This design comes from an exercise in tuning for small area, a short achievable clock period and few clock cycles per item on the open sky130 flow, not from production work. Function was checked by simulation only, so behaviour that the tests miss may differ from the original. No activity file was given, so power comes from the tool's default toggle rates.

// tilt_orientation_qualifier_core
module tilt_orientation_qualifier_core
(
    input  logic                   clk,
    input  logic                   rst_n,
    input  logic                   s_tvalid,
    output logic                   s_tready,
    input  logic [IN_TDATA_W-1:0]  s_tdata,    
    input  logic                   s_tuser,    
    output logic                   m_tvalid,
    input  logic                   m_tready,
    output logic [OUT_TDATA_W-1:0] m_tdata,    
    output logic                   m_tuser,    
    input  logic                   psel,
    input  logic                   penable,
    input  logic                   pwrite,
    input  logic [3:0]             paddr,
    input  logic [31:0]            pwdata,
    output logic [31:0]            prdata,
    output logic                   pready
);
Size in the first run: roughly 1700 cells after synthesis, roughly 240 flip-flops, about 150 I/O pins, roughly 18000 um^2 of cells after synthesis.
clock: 10.5 ns
lec_check: 0
cap_margin: 20
core_margin: 2
core_utilization: 65
cts_cluster_diameter: 80
cts_cluster_size: 20
slew_margin: 20
synth_hierarchical: 1
standard.sh (not shown) runs the stock make flow with config.mk's settings and CLKGATE_MAP_FILE= SYNTH_SCRIPT=/design/flow/synth_recipe.tcl, a recipe that flattens the netlist after the stock synthesis.
==> flow/flow/run.sh <==
#!/bin/bash
# Standard layout, with plain buf_1 port buffers and timing repair aimed 6.5 ns
# below the clock period.
set -euo pipefail
bash standard.sh SETUP_SLACK_MARGIN=6.5 'BUFFER_PORTS_ARGS=-buffer_cell sky130_fd_sc_hd__buf_1' finish > standard_flow.log 2>&1
The starting point passed the timing, DRC and antenna checks.
Testbench counts at the start, summed over its fixed seeds: cycles 16,024, items 16,000.
Change:
==> flow/flow/run.sh (replaced) <==
#!/bin/bash
# Standard layout, with plain buf_1 port buffers and timing repair aimed 6.4 ns
# below the clock period.
set -euo pipefail
bash standard.sh SETUP_SLACK_MARGIN=6.4 'BUFFER_PORTS_ARGS=-buffer_cell sky130_fd_sc_hd__buf_1' finish > standard_flow.log 2>&1
Settings changed: CORE_UTILIZATION 65 to 40.
Non-clock buffer count drops by 24.
Setup slack is better by 4.9 ps.
Clock power climbs by about 3%.
Sequential share of layout area climbs by 0.29 points.
Register-to-register slack is worse by 60 ps.
Power drops by 4.0%.
Clock-buffer cell count drops by 3.
Die area climbs by 61%.
Combinational power drops by 6.0%.
Design area drops by 1.0%.
Sequential power hardly moves.
Change:
==> flow/flow/run.sh (replaced) <==
#!/bin/bash
# Standard layout, with plain buf_1 port buffers and timing repair aimed 6.6 ns
# below the clock period.
set -euo pipefail
bash standard.sh SETUP_SLACK_MARGIN=6.6 'BUFFER_PORTS_ARGS=-buffer_cell sky130_fd_sc_hd__buf_1' finish > standard_flow.log 2>&1
Settings changed: CORE_UTILIZATION 40 to 65, TNS_END_PERCENT set to 0.
=>
- cell area is lower by about 1%
- synthesized area does not change
- power is higher by 3.4%
- final cell count is lower by about 10%
- routed wire length is lower by 2.9%
Change:
==> flow/flow/run.sh (replaced) <==
#!/bin/bash
# Standard layout, with plain buf_1 port buffers and timing repair aimed 6.4 ns
# below the clock period.
set -euo pipefail
bash standard.sh SETUP_SLACK_MARGIN=6.4 'BUFFER_PORTS_ARGS=-buffer_cell sky130_fd_sc_hd__buf_1' finish > standard_flow.log 2>&1
Settings changed: CAP_MARGIN 20 to 10, CORE_UTILIZATION 65 to 40, CTS_CLUSTER_DIAMETER 80 to not set, CTS_CLUSTER_SIZE 20 to not set, SLEW_MARGIN 20 to 10, TNS_END_PERCENT 0 to not set.
Result: Wire length is higher by a few percent. Utilization went down by 27 points. Worst setup slack got worse by 44 ps. Die area grows by well over a third. Register-to-register slack gets better by 50 ps. Sequential share of layout area came out lower by 0.82 points. Total power rose slightly. Hold slack is worse by 10 ps.

* * *

Another version of the RTL of tilt_orientation_qualifier_core (not shown whole).
Size: ~1900 cells after synthesis, roughly 280 flip-flops, roughly 150 I/O pins, roughly 0.019 mm2 of cells after synthesis.
clock: 10.5 ns
lec_check: 0
cap_margin: 20
core_margin: 2
core_utilization: 40
slew_margin: 20
run.sh (not shown) runs the stock make flow with config.mk's settings and CLKGATE_MAP_FILE= SYNTH_SCRIPT=/design/flow/synth_recipe.tcl, a recipe that flattens the netlist after the stock synthesis.
Stock flow here: none of the scripts above is used.
Testbench counts at the start, summed over its fixed seeds: cycles 16,024, items 16,000.
Next try:
==> flow/flow/run.sh (new file) <==
#!/bin/bash
# Standard layout, with timing repair aimed 7 ns below the clock period.
set -euo pipefail
bash standard.sh SETUP_SLACK_MARGIN=7 finish > standard_flow.log 2>&1
==> flow/standard.sh (new file) <==
#!/bin/bash
# synth_recipe.tcl (not shown) runs the flow's synth.tcl, then flattens the netlist and writes it again
# the make line also repeats each setting of config.mk as NAME=value (left out here)
make -C /OpenROAD-flow-scripts/flow DESIGN_CONFIG=/design/flow/config.mk WORK_HOME=/design/flow/orfs CLKGATE_MAP_FILE= SYNTH_SCRIPT=/design/flow/synth_recipe.tcl "${@:-finish}"
removed: flow/run.sh
=>
- non-clock buffer count rises by 80
- total power rises by roughly a tenth
- via count rises by a few percent
- wire length rises by roughly a tenth
- global-route usage rises by 1.6 points
- register-to-register slack improved by 560 ps
- design area rises by a little under a tenth

## what the ideal ports hide
In the flow no input, the clock included, has a driving cell. The finished layouts below were timed again as built, in two steps. Step 1 sets driving cells, clkbuf_16 on the clock port and buf_2 on the other inputs (assumed; they add their load-dependent delay and slew). Step 2 times the ports against the registers' clock, not the clock port: input delays grow and output delays shrink by t, the midpoint of the rising clock arrivals with the driver on. Three values: no drivers, after step 1, after step 2; two values: the first two.
run | shift t [ns] | setup slack, ns | pins driven straight from the clock port
the first run of note 1 | 0.544 | 6.419 / 6.419 / 5.875 | 1
the second run of note 1 | 0.556 | 6.424 / 6.420 / 5.931 | 1
the third run of note 1 | 0.556 | 6.395 / 6.358 / 5.949 | 1
the fourth run of note 1 | 0.611 | 6.351 / 6.298 / 5.889 | 1
the first run of note 2 | 0.613 | 5.307 / 5.335 / 4.722 | 1
the second run of note 2 | 0.615 | 6.278 / 6.278 / 5.771 | 1
After both steps setup and hold are still met in every run listed. The setup slack of the first run of note 2, which loses most, moves by +0.028 ns with the drivers and by -0.585 ns with both steps.
